This is an optimization exercise on Yosys and OpenROAD, whose aim is small area and a short achievable clock period, not a production implementation. At most, simulation tests tie the RTL to the original design; equivalence was not proved. No activity file was given, so power comes from the tool's default toggle rates.

v38:
## awb_gain_est
module awb_gain_est #(
    parameter int ACC_W = 24,
    parameter int CNT_W = 16
) (
    input  logic            clk,
    input  logic            rst,
    input  logic            pix_valid_i,
    input  logic [1:0]      pix_color_i,
    input  logic [7:0]      pix_value_i,
    input  logic            pix_last_i,
    output logic [15:0]     K_R,
    output logic [15:0]     K_G,
    output logic [15:0]     K_B,
    output logic            valid_gain_o,
    output logic            busy_o,
    output logic            overrun_o
);
==> flow/config.mk <==
export PLATFORM = sky130hd
export DESIGN_NAME = awb_gain_est
export DESIGN_NICKNAME = awb_gain_est
export VERILOG_FILES = /design/flow/design.v
export SDC_FILE = /design/flow/constraint.sdc
export NUM_CORES = 4
export LEC_CHECK = 0
export CAP_MARGIN = 20
export CELL_PAD_IN_SITES_DETAIL_PLACEMENT = 0
export CELL_PAD_IN_SITES_GLOBAL_PLACEMENT = 0
export CORE_MARGIN = 2
export CORE_UTILIZATION = 40
export CTS_BUF_LIST = sky130_fd_sc_hd__clkbuf_8
export CTS_CLUSTER_DIAMETER = 55
export CTS_CLUSTER_SIZE = 16
export PLACE_DENSITY = 0.75
export SLEW_MARGIN = 20
==> flow/constraint.sdc <==
create_clock -name core_clock -period 13.0 [get_ports {clk}]
set_input_delay 2.6000 -clock core_clock [delete_from_list [all_inputs] [get_ports {clk}]]
set_output_delay 2.6000 -clock core_clock [all_outputs]
set_load 0.01 [all_outputs]
standard.sh (not shown) runs the stock make flow with config.mk's settings and CLKGATE_MAP_FILE= SYNTH_SCRIPT=/design/flow/synth_recipe.tcl, a recipe that flattens the netlist after the stock synthesis.
==> flow/flow/run.sh <==
#!/bin/bash
# Standard layout, with fast port buffers and repair_timing asked for extra
# setup slack so the achieved period shrinks. Each make step's log lands in
# orfs/logs; make's own output goes to make_finish.log.
set -euo pipefail
bash standard.sh SETUP_SLACK_MARGIN=9 \
  "BUFFER_PORTS_ARGS=-buffer_cell sky130_fd_sc_hd__buf_4" \
  finish > make_finish.log 2>&1
Changes in v13 relative to v38:
-- flow/design.v --
<<< v38, line 24
    logic [7:0] p_val;
    logic       p_ovr;      
    logic       busy;       
    always_ff @(posedge clk) begin
        p_hit[0] <= pix_valid_i & (pix_color_i == 2'd0);
        p_hit[1] <= pix_valid_i & (pix_color_i == 2'd1);
        p_hit[2] <= pix_valid_i & (pix_color_i == 2'd2);
        p_ovr    <= close_w & busy;
        p_val    <= pix_value_i;
    end
>>> v13, line 24
    logic [7:0] p_val;
    logic       p_ovr;      
    always_ff @(posedge clk) begin
        p_hit[0] <= pix_valid_i & (pix_color_i == 2'd0);
        p_hit[1] <= pix_valid_i & (pix_color_i == 2'd1);
        p_hit[2] <= pix_valid_i & (pix_color_i == 2'd2);
        p_ovr    <= close_w & busy_o;
        p_val    <= pix_value_i;
    end
<<< v38, line 41
    logic       mulb_r, mulb_b;
    logic       div_r_d, div_b_d, div_p_d;
    assign div_r_d = busy & (ctr >= 6'd18) & (ctr <= 6'd31);
    assign div_b_d = busy & ~ctr[5] & ctr[4] & (ctr[3] | ctr[2] | ctr[1]);
    assign div_p_d = busy & ((ctr == 6'd18) | (div_p & ~last_c));
    assign ctr_nx = busy ? ctr + 6'd1 : 6'd0;
    always_ff @(posedge clk or posedge rst) begin
        if (rst) begin
            busy_o       <= 1'b0;
            busy         <= 1'b0;
            a_main       <= 1'b0;
            a_side       <= 1'b0;
>>> v13, line 40
    logic       mulb_r, mulb_b;
    logic       div_r_d, div_b_d, div_p_d;
    assign div_r_d = busy_o & (ctr >= 6'd18) & (ctr <= 6'd31);
    assign div_b_d = busy_o & ~ctr[5] & ctr[4] & (ctr[3] | ctr[2] | ctr[1]);
    assign div_p_d = busy_o & ((ctr == 6'd18) | (div_p & ~last_c));
    assign ctr_nx = busy_o ? ctr + 6'd1 : 6'd0;
    always_ff @(posedge clk or posedge rst) begin
        if (rst) begin
            busy_o       <= 1'b0;
            a_main       <= 1'b0;
            a_side       <= 1'b0;
<<< v38, line 67
        end else begin
            a_main  <= ~last_c;
            a_side  <= last_c & ~(close_w & busy);
            for (int c = 0; c < 3; c++)
                m_hit[c] <= (~busy | (last_c & ~close_w)) & pix_valid_i &
                            (pix_color_i == 2'(c));
            first_c <= ~busy & close_w;
            last_c  <= busy & (ctr == 6'd31);
            mul_r   <= busy & (ctr >= 6'd2) & (ctr <= 6'd17);
            mul_b   <= busy & ((~ctr[5] & ~ctr[4] & (ctr[3] | ctr[2] | ctr[1])) |
                                 (ctr[5:1] == 5'b01000));
            div_r   <= div_r_d;
            div_b   <= div_b_d;
            div_p   <= div_p_d;
            cmp_r   <= busy & (ctr >= 6'd2) & (ctr <= 6'd31);
            cmp_b   <= busy & ~ctr[5] & (ctr[4:1] != 4'd0);
            mulb_r  <= busy & (ctr >= 6'd6) & (ctr <= 6'd17);
            mulb_b  <= busy & ((~ctr[5] & ~ctr[4] & (ctr[3] | (ctr[2] & ctr[1]))) |
                                 (ctr[5:1] == 5'b01000));
            if (close_w & busy)
                overrun_o <= 1'b1;
            if (busy_o) begin
>>> v13, line 65
        end else begin
            a_main  <= ~last_c;
            a_side  <= last_c & ~(close_w & busy_o);
            for (int c = 0; c < 3; c++)
                m_hit[c] <= (~busy_o | (last_c & ~close_w)) & pix_valid_i &
                            (pix_color_i == 2'(c));
            first_c <= ~busy_o & close_w;
            last_c  <= busy_o & (ctr == 6'd31);
            mul_r   <= busy_o & (ctr >= 6'd2) & (ctr <= 6'd17);
            mul_b   <= busy_o & ((~ctr[5] & ~ctr[4] & (ctr[3] | ctr[2] | ctr[1])) |
                                 (ctr[5:1] == 5'b01000));
            div_r   <= div_r_d;
            div_b   <= div_b_d;
            div_p   <= div_p_d;
            cmp_r   <= busy_o & (ctr >= 6'd2) & (ctr <= 6'd31);
            cmp_b   <= busy_o & ~ctr[5] & (ctr[4:1] != 4'd0);
            mulb_r  <= busy_o & (ctr >= 6'd6) & (ctr <= 6'd17);
            mulb_b  <= busy_o & ((~ctr[5] & ~ctr[4] & (ctr[3] | (ctr[2] & ctr[1]))) |
                                 (ctr[5:1] == 5'b01000));
            if (close_w & busy_o)
                overrun_o <= 1'b1;
            if (busy_o) begin
<<< v38, line 94
                busy_o <= 1'b1;
            end
            busy <= busy ? ~last_c : close_w;
        end
    end
>>> v13, line 92
                busy_o <= 1'b1;
            end
        end
    end
<<< v38, line 154
    assign cs_c_b = (x0_b & x1_b) | (x0_b & x2_b) | (x1_b & x2_b);
    logic co_br, co_bb;
    awb_bk_add #(17) u_mbr (.a({1'b0, cs_s_r[16:1]}), .b(cs_c_r), .ci(1'b0),
                            .s(t_br[17:1]), .co(co_br));
    awb_bk_add #(17) u_mbb (.a({1'b0, cs_s_b[16:1]}), .b(cs_c_b), .ci(1'b0),
                            .s(t_bb[17:1]), .co(co_bb));
    assign t_br[0] = cs_s_r[0];
>>> v13, line 151
    assign cs_c_b = (x0_b & x1_b) | (x0_b & x2_b) | (x1_b & x2_b);
    logic co_br, co_bb;
    awb_hc_add #(17) u_mbr (.a({1'b0, cs_s_r[16:1]}), .b(cs_c_r), .ci(1'b0),
                            .s(t_br[17:1]), .co(co_br));
    awb_hc_add #(17) u_mbb (.a({1'b0, cs_s_b[16:1]}), .b(cs_c_b), .ci(1'b0),
                            .s(t_bb[17:1]), .co(co_bb));
    assign t_br[0] = cs_s_r[0];
==> comparison <==
Number of cells on the worst reg-to-reg path, v13 and v38, higher one = v13. Routed wire in v13 totals more than in v38. Final weighted congestion in routability-driven placement went down by a few percent going from v38 to v13. Diff v38..v13 | met1 usage in global routing | negligible. Global routing usage on met3 was lower in the run labelled v13. Leading cell type in the layout, fill and taps excluded: sky130_fd_sc_hd__and2_1 -> v13, sky130_fd_sc_hd__dfxtp_1 -> v38.
Function was not checked in any run of this note: the RTL went through the layout flow alone.

========
## job 6484
Another version of the RTL of awb_gain_est (not shown whole).
Size in the first run: ~2400 cells after synthesis, roughly 330 flip-flops, ~65 I/O pins, ~0.023 mm^2 of cells after synthesis.
clock: 13.0 ns
lec_check: 0
cap_margin: 20
cell_pad_in_sites_detail_placement: 0
cell_pad_in_sites_global_placement: 0
core_margin: 2
core_utilization: 40
cts_buf_list: sky130_fd_sc_hd__clkbuf_8
cts_cluster_diameter: 55
cts_cluster_size: 16
place_density: 0.75
slew_margin: 20
Scripts as last shown in full above: flow/flow/run.sh
--- input diff job 6484..job 5204 ---
--- a/flow/design.v
+++ b/flow/design.v
@@ -172,26 +172,24 @@
         if (div_r)
             pre_r = {1'b0, d_r, 5'd0};
         else if (mul_r)
             pre_r[23:0] = N_R[15] ? S_G : 24'd0;
         if (div_b)
             pre_b = {1'b0, d_b, 5'd0};
         else if (mul_b)
             pre_b[23:0] = N_B[15] ? S_G : 24'd0;
     end
     assign op_r = pre_r ^ {{23{iv_r0}}, {23{iv_r1}}};
     assign op_b = pre_b ^ {{23{iv_b0}}, {23{iv_b1}}};
-    awb_hc_add #(46) u_ar (.a({rem_r, 1'b0}), .b(op_r), .ci(iv_r1),
-                           .s(sm_r), .co(co_r));
-    awb_hc_add #(46) u_ab (.a({rem_b, 1'b0}), .b(op_b), .ci(iv_b1),
-                           .s(sm_b), .co(co_b));
+    assign {co_r, sm_r} = {1'b0, rem_r, 1'b0} + {1'b0, op_r} + 47'(iv_r1);
+    assign {co_b, sm_b} = {1'b0, rem_b, 1'b0} + {1'b0, op_b} + 47'(iv_b1);
     always_ff @(posedge clk) begin
         S_R <= mulb_r ? {t_br[1:0], S_R[23:2]} : s_nx[0];
         S_B <= mulb_b ? {t_bb[1:0], S_B[23:2]} : s_nx[2];
         S_G <= div_b ? {s_nx[1][23:13], S_G[11:0], ~sm_b[45]} : s_nx[1];
         N_G <= div_r ? {n_nx[1][15:13], N_G[11:0], ~sm_r[45]} : n_nx[1];
         N_R <= cmp_r ? sm_r[39:24] : n_nx[0];
         N_B <= cmp_b ? sm_b[39:24] : n_nx[2];
     end
     always_ff @(posedge clk) begin
         P_AR <= cmp_r ? sm_r[23:0] : 24'd0;
         P_AB <= cmp_b ? sm_b[23:0] : 24'd0;
@@ -266,58 +264,11 @@
         for (int l = L - 2; l >= 0; l--)
             for (int i = (3 << l) - 1; i < N; i += (2 << l)) begin
                 g[i] = g[i] | (p[i] & g[i - (1 << l)]);
                 p[i] = p[i] & p[i - (1 << l)];
             end
     end
     for (genvar i = 0; i < W; i++) begin : g_s
         assign s[i] = x[i+1] ^ g[i];
     end
     assign co = g[W];
 endmodule
-module awb_hc_add #(
-    parameter int W = 8
-) (
-    input  logic [W-1:0] a,
-    input  logic [W-1:0] b,
-    input  logic         ci,
-    output logic [W-1:0] s,
-    output logic         co
-);
-    localparam int N = W + 1;
-    localparam int L = (N <= 2) ? 1 : (N <= 4) ? 2 : (N <= 8) ? 3 :
-                       (N <= 16) ? 4 : (N <= 32) ? 5 : (N <= 64) ? 6 : 7;
-    logic [W:0] g, p, x, gn, pn;
-    always_comb begin
-        g[0] = ci;
-        p[0] = 1'b0;
-        x[0] = 1'b0;
-        for (int i = 0; i < W; i++) begin
-            g[i+1] = a[i] & b[i];
-            p[i+1] = a[i] ^ b[i];
-            x[i+1] = a[i] ^ b[i];
-        end
-        for (int i = 1; i < N; i += 2) begin
-            g[i] = g[i] | (p[i] & g[i-1]);
-            p[i] = p[i] & p[i-1];
-        end
-        for (int l = 1; l < L; l++) begin
-            gn = g;
-            pn = p;
-            for (int i = 1; i < N; i += 2)
-                if (i - (1 << l) >= 0) begin
-                    gn[i] = g[i] | (p[i] & g[i - (1 << l)]);
-                    pn[i] = p[i] & p[i - (1 << l)];
-                end
-            g = gn;
-            p = pn;
-        end
-        for (int i = 2; i < N; i += 2) begin
-            g[i] = g[i] | (p[i] & g[i-1]);
-            p[i] = p[i] & p[i-1];
-        end
-    end
-    for (genvar i = 0; i < W; i++) begin : g_s
-        assign s[i] = x[i+1] ^ g[i];
-    end
-    assign co = g[W];
-endmodule
--- outcome ---
The more densely filled core belongs to job 6484, not job 5204.
Diff job 6484 -> job 5204: global-route wire length before repair shows an increase of about 11%; design area shows an increase of 3.8%.
Summary of job 5204 over job 6484: highest attainable clock frequency shows no meaningful change; clock buffer count from CTS shows an increase of 1; number of cells on the critical path shows an increase of 14; multi-input logic cell count shows an increase of 238.
Relative to job 6484, number of buffers other than clock buffers in the final layout has gone up in job 5204.
The RTL of job 5204 was laid out without a check of its function.

========
Starting RTL as in the previous note.
==> flow/config.mk <==
export PLATFORM = sky130hd
export DESIGN_NAME = awb_gain_est
export DESIGN_NICKNAME = awb_gain_est
export VERILOG_FILES = /design/flow/design.v
export SDC_FILE = /design/flow/constraint.sdc
export NUM_CORES = 4
export LEC_CHECK = 0
export CAP_MARGIN = 20
export CORE_MARGIN = 2
export CORE_UTILIZATION = 40
export CTS_BUF_LIST = sky130_fd_sc_hd__clkbuf_8
export CTS_CLUSTER_DIAMETER = 55
export CTS_CLUSTER_SIZE = 16
export SLEW_MARGIN = 20
==> flow/constraint.sdc <==
create_clock -name core_clock -period 13.0 [get_ports {clk}]
set_input_delay 2.6000 -clock core_clock [delete_from_list [all_inputs] [get_ports {clk}]]
set_output_delay 2.6000 -clock core_clock [all_outputs]
set_load 0.01 [all_outputs]
Scripts as last shown in full above: flow/flow/run.sh
==> next run, changes <==
--- a/flow/design.v
+++ b/flow/design.v
@@ -35,16 +35,12 @@
     logic       a_side;     
     logic [2:0] m_hit;      
     logic       last_c;     
     logic       first_c;    
     logic       mul_r, mul_b, div_r, div_b, div_p, cmp_r, cmp_b;
     logic       mulb_r, mulb_b;
-    logic       div_r_d, div_b_d, div_p_d;
-    assign div_r_d = busy_o & (ctr >= 6'd18) & (ctr <= 6'd31);
-    assign div_b_d = busy_o & ~ctr[5] & ctr[4] & (ctr[3] | ctr[2] | ctr[1]);
-    assign div_p_d = busy_o & ((ctr == 6'd18) | (div_p & ~last_c));
     assign ctr_nx = busy_o ? ctr + 6'd1 : 6'd0;
     always_ff @(posedge clk or posedge rst) begin
         if (rst) begin
             busy_o       <= 1'b0;
             a_main       <= 1'b0;
             a_side       <= 1'b0;
@@ -70,15 +66,15 @@
                             (pix_color_i == 2'(c));
             first_c <= ~busy_o & close_w;
             last_c  <= busy_o & (ctr == 6'd31);
             mul_r   <= busy_o & (ctr >= 6'd2) & (ctr <= 6'd17);
             mul_b   <= busy_o & ((~ctr[5] & ~ctr[4] & (ctr[3] | ctr[2] | ctr[1])) |
                                  (ctr[5:1] == 5'b01000));
-            div_r   <= div_r_d;
-            div_b   <= div_b_d;
-            div_p   <= div_p_d;
+            div_r   <= busy_o & (ctr >= 6'd18) & (ctr <= 6'd31);
+            div_b   <= busy_o & ~ctr[5] & ctr[4] & (ctr[3] | ctr[2] | ctr[1]);
+            div_p   <= busy_o & ((ctr == 6'd18) | (div_p & ~last_c));
             cmp_r   <= busy_o & (ctr >= 6'd2) & (ctr <= 6'd31);
             cmp_b   <= busy_o & ~ctr[5] & (ctr[4:1] != 4'd0);
             mulb_r  <= busy_o & (ctr >= 6'd6) & (ctr <= 6'd17);
             mulb_b  <= busy_o & ((~ctr[5] & ~ctr[4] & (ctr[3] | (ctr[2] & ctr[1]))) |
                                  (ctr[5:1] == 5'b01000));
             if (close_w & busy_o)
@@ -153,57 +149,54 @@
     awb_bk_add #(17) u_mbr (.a({1'b0, cs_s_r[16:1]}), .b(cs_c_r), .ci(1'b0),
                             .s(t_br[17:1]), .co(co_br));
     awb_bk_add #(17) u_mbb (.a({1'b0, cs_s_b[16:1]}), .b(cs_c_b), .ci(1'b0),
                             .s(t_bb[17:1]), .co(co_bb));
     assign t_br[0] = cs_s_r[0];
     assign t_bb[0] = cs_s_b[0];
-    logic [4:0]  E_R, E_B;
-    logic [44:0] rem_r, rem_b;
-    logic [45:0] op_r, op_b, pre_r, pre_b, sm_r, sm_b;
+    logic [5:0]  E_R, E_B;
+    logic [45:0] rem_r, rem_b, op_r, op_b, sm_r, sm_b;
     logic [39:0] d_r, d_b;
-    logic        co_r, co_b;
-    logic        iv_r0, iv_r1, iv_b0, iv_b1;
+    logic        sg_r, sg_b, co_r, co_b;
+    logic        sx_r, sx_b;      
     assign rem_r = {E_R, N_R, P_AR};
     assign rem_b = {E_B, N_B, P_AB};
     assign d_r   = {P_BR, S_R};
     assign d_b   = {P_BB, S_B};
+    assign sg_r  = E_R[5];
+    assign sg_b  = E_B[5];
     always_comb begin
-        pre_r = '0;
-        pre_b = '0;
+        op_r = '0;
+        op_b = '0;
         if (div_r)
-            pre_r = {1'b0, d_r, 5'd0};
+            op_r = {1'b0, d_r, 5'd0} ^ {{23{~sg_r}}, {23{~sx_r}}};
         else if (mul_r)
-            pre_r[23:0] = N_R[15] ? S_G : 24'd0;
+            op_r[23:0] = N_R[15] ? S_G : 24'd0;
         if (div_b)
-            pre_b = {1'b0, d_b, 5'd0};
+            op_b = {1'b0, d_b, 5'd0} ^ {{23{~sg_b}}, {23{~sx_b}}};
         else if (mul_b)
-            pre_b[23:0] = N_B[15] ? S_G : 24'd0;
+            op_b[23:0] = N_B[15] ? S_G : 24'd0;
     end
-    assign op_r = pre_r ^ {{23{iv_r0}}, {23{iv_r1}}};
-    assign op_b = pre_b ^ {{23{iv_b0}}, {23{iv_b1}}};
-    awb_hc_add #(46) u_ar (.a({rem_r, 1'b0}), .b(op_r), .ci(iv_r1),
+    awb_hc_add #(46) u_ar (.a({rem_r[44:0], 1'b0}), .b(op_r), .ci(div_r & ~sg_r),
                            .s(sm_r), .co(co_r));
-    awb_hc_add #(46) u_ab (.a({rem_b, 1'b0}), .b(op_b), .ci(iv_b1),
+    awb_hc_add #(46) u_ab (.a({rem_b[44:0], 1'b0}), .b(op_b), .ci(div_b & ~sg_b),
                            .s(sm_b), .co(co_b));
     always_ff @(posedge clk) begin
         S_R <= mulb_r ? {t_br[1:0], S_R[23:2]} : s_nx[0];
         S_B <= mulb_b ? {t_bb[1:0], S_B[23:2]} : s_nx[2];
         S_G <= div_b ? {s_nx[1][23:13], S_G[11:0], ~sm_b[45]} : s_nx[1];
         N_G <= div_r ? {n_nx[1][15:13], N_G[11:0], ~sm_r[45]} : n_nx[1];
         N_R <= cmp_r ? sm_r[39:24] : n_nx[0];
         N_B <= cmp_b ? sm_b[39:24] : n_nx[2];
     end
     always_ff @(posedge clk) begin
         P_AR <= cmp_r ? sm_r[23:0] : 24'd0;
         P_AB <= cmp_b ? sm_b[23:0] : 24'd0;
-        E_R  <= div_p ? sm_r[44:40] : 5'd0;
-        E_B  <= div_p ? sm_b[44:40] : 5'd0;
-        iv_r0 <= div_r_d & ~sm_r[45];
-        iv_r1 <= div_p_d & ~sm_r[45];
-        iv_b0 <= div_b_d & ~sm_b[45];
-        iv_b1 <= div_p_d & ~sm_b[45];
+        E_R  <= div_p ? sm_r[45:40] : 6'd0;
+        E_B  <= div_p ? sm_b[45:40] : 6'd0;
+        sx_r <= div_r & sm_r[45];
+        sx_b <= div_b & sm_b[45];
         if (mulb_r)
             P_BR <= t_br[17:2];
         else if (~div_p)
             P_BR <= '0;
         if (mulb_b)
             P_BB <= t_bb[17:2];
What happened: The changed run finished with timing, DRC and antenna clean; global-route usage increases by 0.17 points; die area increases by 0.96%; synthesized cell count increases by 0.50%; via count increases by 1.9%; final cell count increases by 1.1%; setup slack improves by 0.013 ns; sequential share of layout area decreases by 0.29 points; maximum frequency increases by 0.33%; count of clock-buffer cells in the layout stays the same; power decreases by 2.8%; sequential power hardly moves.

==> static timing again, ports no longer ideal <==
The results above use ideal ports. As a check the final layouts listed here were re-extracted and re-timed, cells and wires unchanged. Step 1, drivers: a clkbuf_16 drives clk and a buf_2 each remaining input, both assumed. Step 2 moves the port delays by t, midway between the first and last clock arrival at a register: inputs arrive t later, outputs are due t later. That takes back most of the time a late clock gives input paths. Three values: no drivers, after step 1, after step 2; two values: the first two.
| run | t (ns) | setup WS [ns] | worst setup path at the end | clock arrival spread, ns | worst slew at a driven data input, ns |
|---|---|---|---|---|---|
| v38 | 0.659 | 9.042 / 9.042 / 9.042 | register to register | 0.047 / 0.047 | 0.04 |
| v13 | 0.628 | 8.859 / 8.859 / 8.859 | register to register | 0.036 / 0.036 | 0.03 |
| job 6484 | 0.675 | 9.093 / 9.041 / 9.101 | register to register | 0.021 / 0.021 | 0.03 |
| job 5204 | 0.695 | 9.096 / 9.063 / 9.096 | register to register | 0.049 / 0.049 | 0.04 |
| the first run of note 3 | 0.688 | 9.057 / 9.005 / 9.069 | register to register | 0.063 / 0.064 | 0.03 |
| the second run of note 3 | 0.697 | 9.070 / 9.013 / 9.075 | register to register | 0.060 / 0.060 | 0.04 |
After both steps setup and hold are still met in every run listed.
